This is an optimization exercise on Yosys and OpenROAD, whose aim is small area, a short achievable clock period and few clock cycles, not a production implementation. In this exercise RTL edits were held to simulation tests only and were not proved equivalent to the original.

== amber ==
// mlp_layer_sequencer
module mlp_layer_sequencer #(
    parameter int N_IN  = 784,
    parameter int N_OUT = 10,
    parameter int DW    = 32,
    parameter int FRAC  = 24,
    parameter int ACCW  = 74,
    parameter int RELU  = 1,
    localparam int c_iw = (N_IN > 1) ? $clog2(N_IN) : 1,
    localparam int c_ww = (N_IN * N_OUT > 1) ? $clog2(N_IN * N_OUT) : 1,
    localparam int c_ow = (N_OUT > 1) ? $clog2(N_OUT) : 1
) (
    input  logic            clk,
    input  logic            rst_n,
    input  logic            start,
    output logic            busy,
    output logic            done,
    output logic            sat,
    output logic            rd_en,
    output logic [c_iw-1:0] in_addr,
    output logic [c_ww-1:0] w_addr,
    output logic [c_ow-1:0] b_addr,
    input  logic [DW-1:0]   in_data,
    input  logic [DW-1:0]   w_data,
    input  logic [DW-1:0]   b_data,
    output logic            out_we,
    output logic [c_ow-1:0] out_addr,
    output logic [DW-1:0]   out_data
);
Size: roughly 3800 cells after synthesis, roughly 540 flip-flops, about 170 I/O pins.
==> flow/config.mk <==
export PLATFORM = sky130hd
export DESIGN_NAME = mlp_layer_sequencer
export DESIGN_NICKNAME = mlp_layer_sequencer
export VERILOG_FILES = /design/flow/design.v
export SDC_FILE = /design/flow/constraint.sdc
export NUM_CORES = 4
export LEC_CHECK = 0
export CAP_MARGIN = 20
export CORE_MARGIN = 2
export CORE_UTILIZATION = 60
export SLEW_MARGIN = 20
export SYNTH_HIERARCHICAL = 1
==> flow/constraint.sdc <==
create_clock -name core_clock -period 11.0 [get_ports {clk}]
set_input_delay 2.2000 -clock core_clock [delete_from_list [all_inputs] [get_ports {clk}]]
set_output_delay 2.2000 -clock core_clock [all_outputs]
set_load 0.01 [all_outputs]
standard.sh (not shown) runs the stock make flow with config.mk's settings and CLKGATE_MAP_FILE= SYNTH_SCRIPT=/design/flow/synth_recipe.tcl, a recipe that flattens the netlist after the stock synthesis.
==> flow/flow/run.sh <==
#!/bin/bash
# Layout flow: the standard ORFS flow, except that ports are buffered with
# plain buffers and the resizer may not use the delay cells.
set -euo pipefail
DLY="sky130_fd_sc_hd__clkdlybuf4s15_1 sky130_fd_sc_hd__clkdlybuf4s15_2 \
sky130_fd_sc_hd__clkdlybuf4s18_1 sky130_fd_sc_hd__clkdlybuf4s18_2 \
sky130_fd_sc_hd__clkdlybuf4s25_1 sky130_fd_sc_hd__clkdlybuf4s25_2 \
sky130_fd_sc_hd__clkdlybuf4s50_1 sky130_fd_sc_hd__clkdlybuf4s50_2 \
sky130_fd_sc_hd__dlygate4sd1_1 sky130_fd_sc_hd__dlygate4sd2_1 sky130_fd_sc_hd__dlygate4sd3_1 \
sky130_fd_sc_hd__dlymetal6s2s_1 sky130_fd_sc_hd__dlymetal6s4s_1 sky130_fd_sc_hd__dlymetal6s6s_1"
export DONT_USE_CELLS="$DLY"
export BUFFER_PORTS_ARGS="-buffer_cell sky130_fd_sc_hd__buf_2"
# Timing repair aims 7.6 ns below the clock period (the period itself is unchanged).
# Clock tree synthesis as in ORFS's cts.tcl, without dummy balancing loads and
# with larger sink clusters.
CTS="-sink_clustering_enable -repair_clock_nets -dont_use_dummy_load -sink_clustering_size 25 -sink_clustering_max_diameter 80"
bash standard.sh finish SETUP_SLACK_MARGIN=7.6 "CTS_ARGS=$CTS" > flow_make.log 2>&1
Testbench counts of amber, summed over its fixed seeds: cycles 188,320.
The inputs of yarrow differ from those of amber as listed below.
diff --git a/flow/design.v b/flow/design.v
--- a/flow/design.v
+++ b/flow/design.v
@@ -118,43 +118,42 @@
         end
     end
     always_ff @(posedge clk) begin
         a_r   <= in_data;
         b31_r <= b_data[31];
         neg_r <= neg_d;
         one_r <= one_d;
         two_r <= two_d;
     end
     logic [33:0] pp_0, pp_1, pp_2, pp_3, pp_4, pp_5, pp_6, pp_7,
                  pp_8, pp_9, pp_10, pp_11, pp_12, pp_13, pp_14, pp_15;
     logic [33:0] pp [16];
-    logic [31:0] an [4];
+    logic [31:0] an_l, an_h;
     logic [15:0] onen [4], twon [4], negn [4];
     for (genvar g = 0; g < 32; g++) begin : g_ainv
-        for (genvar q = 0; q < 4; q++) begin : g_q
-            mlp_inv u_a (.a(a_r[g]), .y(an[q][g]));
-        end
+        mlp_inv u_l (.a(a_r[g]), .y(an_l[g]));
+        mlp_inv u_h (.a(a_r[g]), .y(an_h[g]));
     end
     for (genvar g = 0; g < 16; g++) begin : g_sinv
         for (genvar q = 0; q < 4; q++) begin : g_q
             mlp_inv u_o (.a(one_r[g]), .y(onen[q][g]));
             mlp_inv u_t (.a(two_r[g]), .y(twon[q][g]));
             mlp_inv u_n (.a(neg_r[g]), .y(negn[q][g]));
         end
     end
     always_comb begin
         for (int k = 0; k < 16; k++) begin
             logic [31:0] aa;
             logic [33:0] x1, x2;
-            aa = ~an[k / 4];
+            aa = (k < 8) ? ~an_l : ~an_h;
             x1 = {aa[31], aa[31], aa};
             x2 = {aa[31], aa, 1'b0};
             for (int i = 0; i < 34; i++)
                 pp[k][i] = ((x1[i] & ~onen[i / 9][k]) | (x2[i] & ~twon[i / 9][k])) ^ ~negn[i / 9][k];
         end
     end
     assign pp_0 = pp[0];   assign pp_1 = pp[1];   assign pp_2 = pp[2];   assign pp_3 = pp[3];
     assign pp_4 = pp[4];   assign pp_5 = pp[5];   assign pp_6 = pp[6];   assign pp_7 = pp[7];
     assign pp_8 = pp[8];   assign pp_9 = pp[9];   assign pp_10 = pp[10]; assign pp_11 = pp[11];
     assign pp_12 = pp[12]; assign pp_13 = pp[13]; assign pp_14 = pp[14]; assign pp_15 = pp[15];
     logic [73:0] r_s, r_c, srow, crow, s_nx, c_nx;
     logic [7:0] f3n;
[summary]
- A startpoint of the most critical setup path of r_out[17]$_DFF_P_ is what amber shows, while r_out[25]$_DFF_P_ belongs to yarrow.
- Compared to amber, yarrow has number of inverters outside the clock class in the layout 63 lower.
- yarrow vs amber: global-route wire length before repair up in yarrow
- Status: setup slack on the worst flop-to-flop path parity (yarrow, amber)
- Re number of cells produced by synthesis: amber and yarrow aren't equal, and the higher value belongs to amber.
- yarrow -> amber: wire length reported by the detailed router flat
- Taking amber as the reference, in yarrow measured slew at the worst slew-check pin went up by 0.14 ns, final cell count without fillers now smaller.
Testbench counts of yarrow, summed over its fixed seeds: cycles 188,320.

## what the ideal ports hide
The flow's constraints put no driver on any port. The routed layouts listed below were extracted and timed again, unchanged, in two steps.
Step 1 (the two cells are an assumption about what drives the block):
set clk [get_ports {clk}]
set_driving_cell -lib_cell sky130_fd_sc_hd__clkbuf_16 $clk
set_driving_cell -lib_cell sky130_fd_sc_hd__buf_2 [delete_from_list [all_inputs] $clk]
Step 2 moves the port delays by t, midway between the first and last clock arrival at a register: inputs arrive t later, outputs are due t later. That takes back most of the time a late clock gives input paths.
a / b / c = no drivers / after step 1 / after step 2; a / b = the first two.
run | shift t [ns] | slack for setup (ns) | worst setup path at the end
amber | 0.612 | 7.627 / 7.559 / 7.640 | register to register
yarrow | 0.621 | 7.647 / 7.582 / 7.655 | register to register
After both steps every run listed still meets setup and hold.
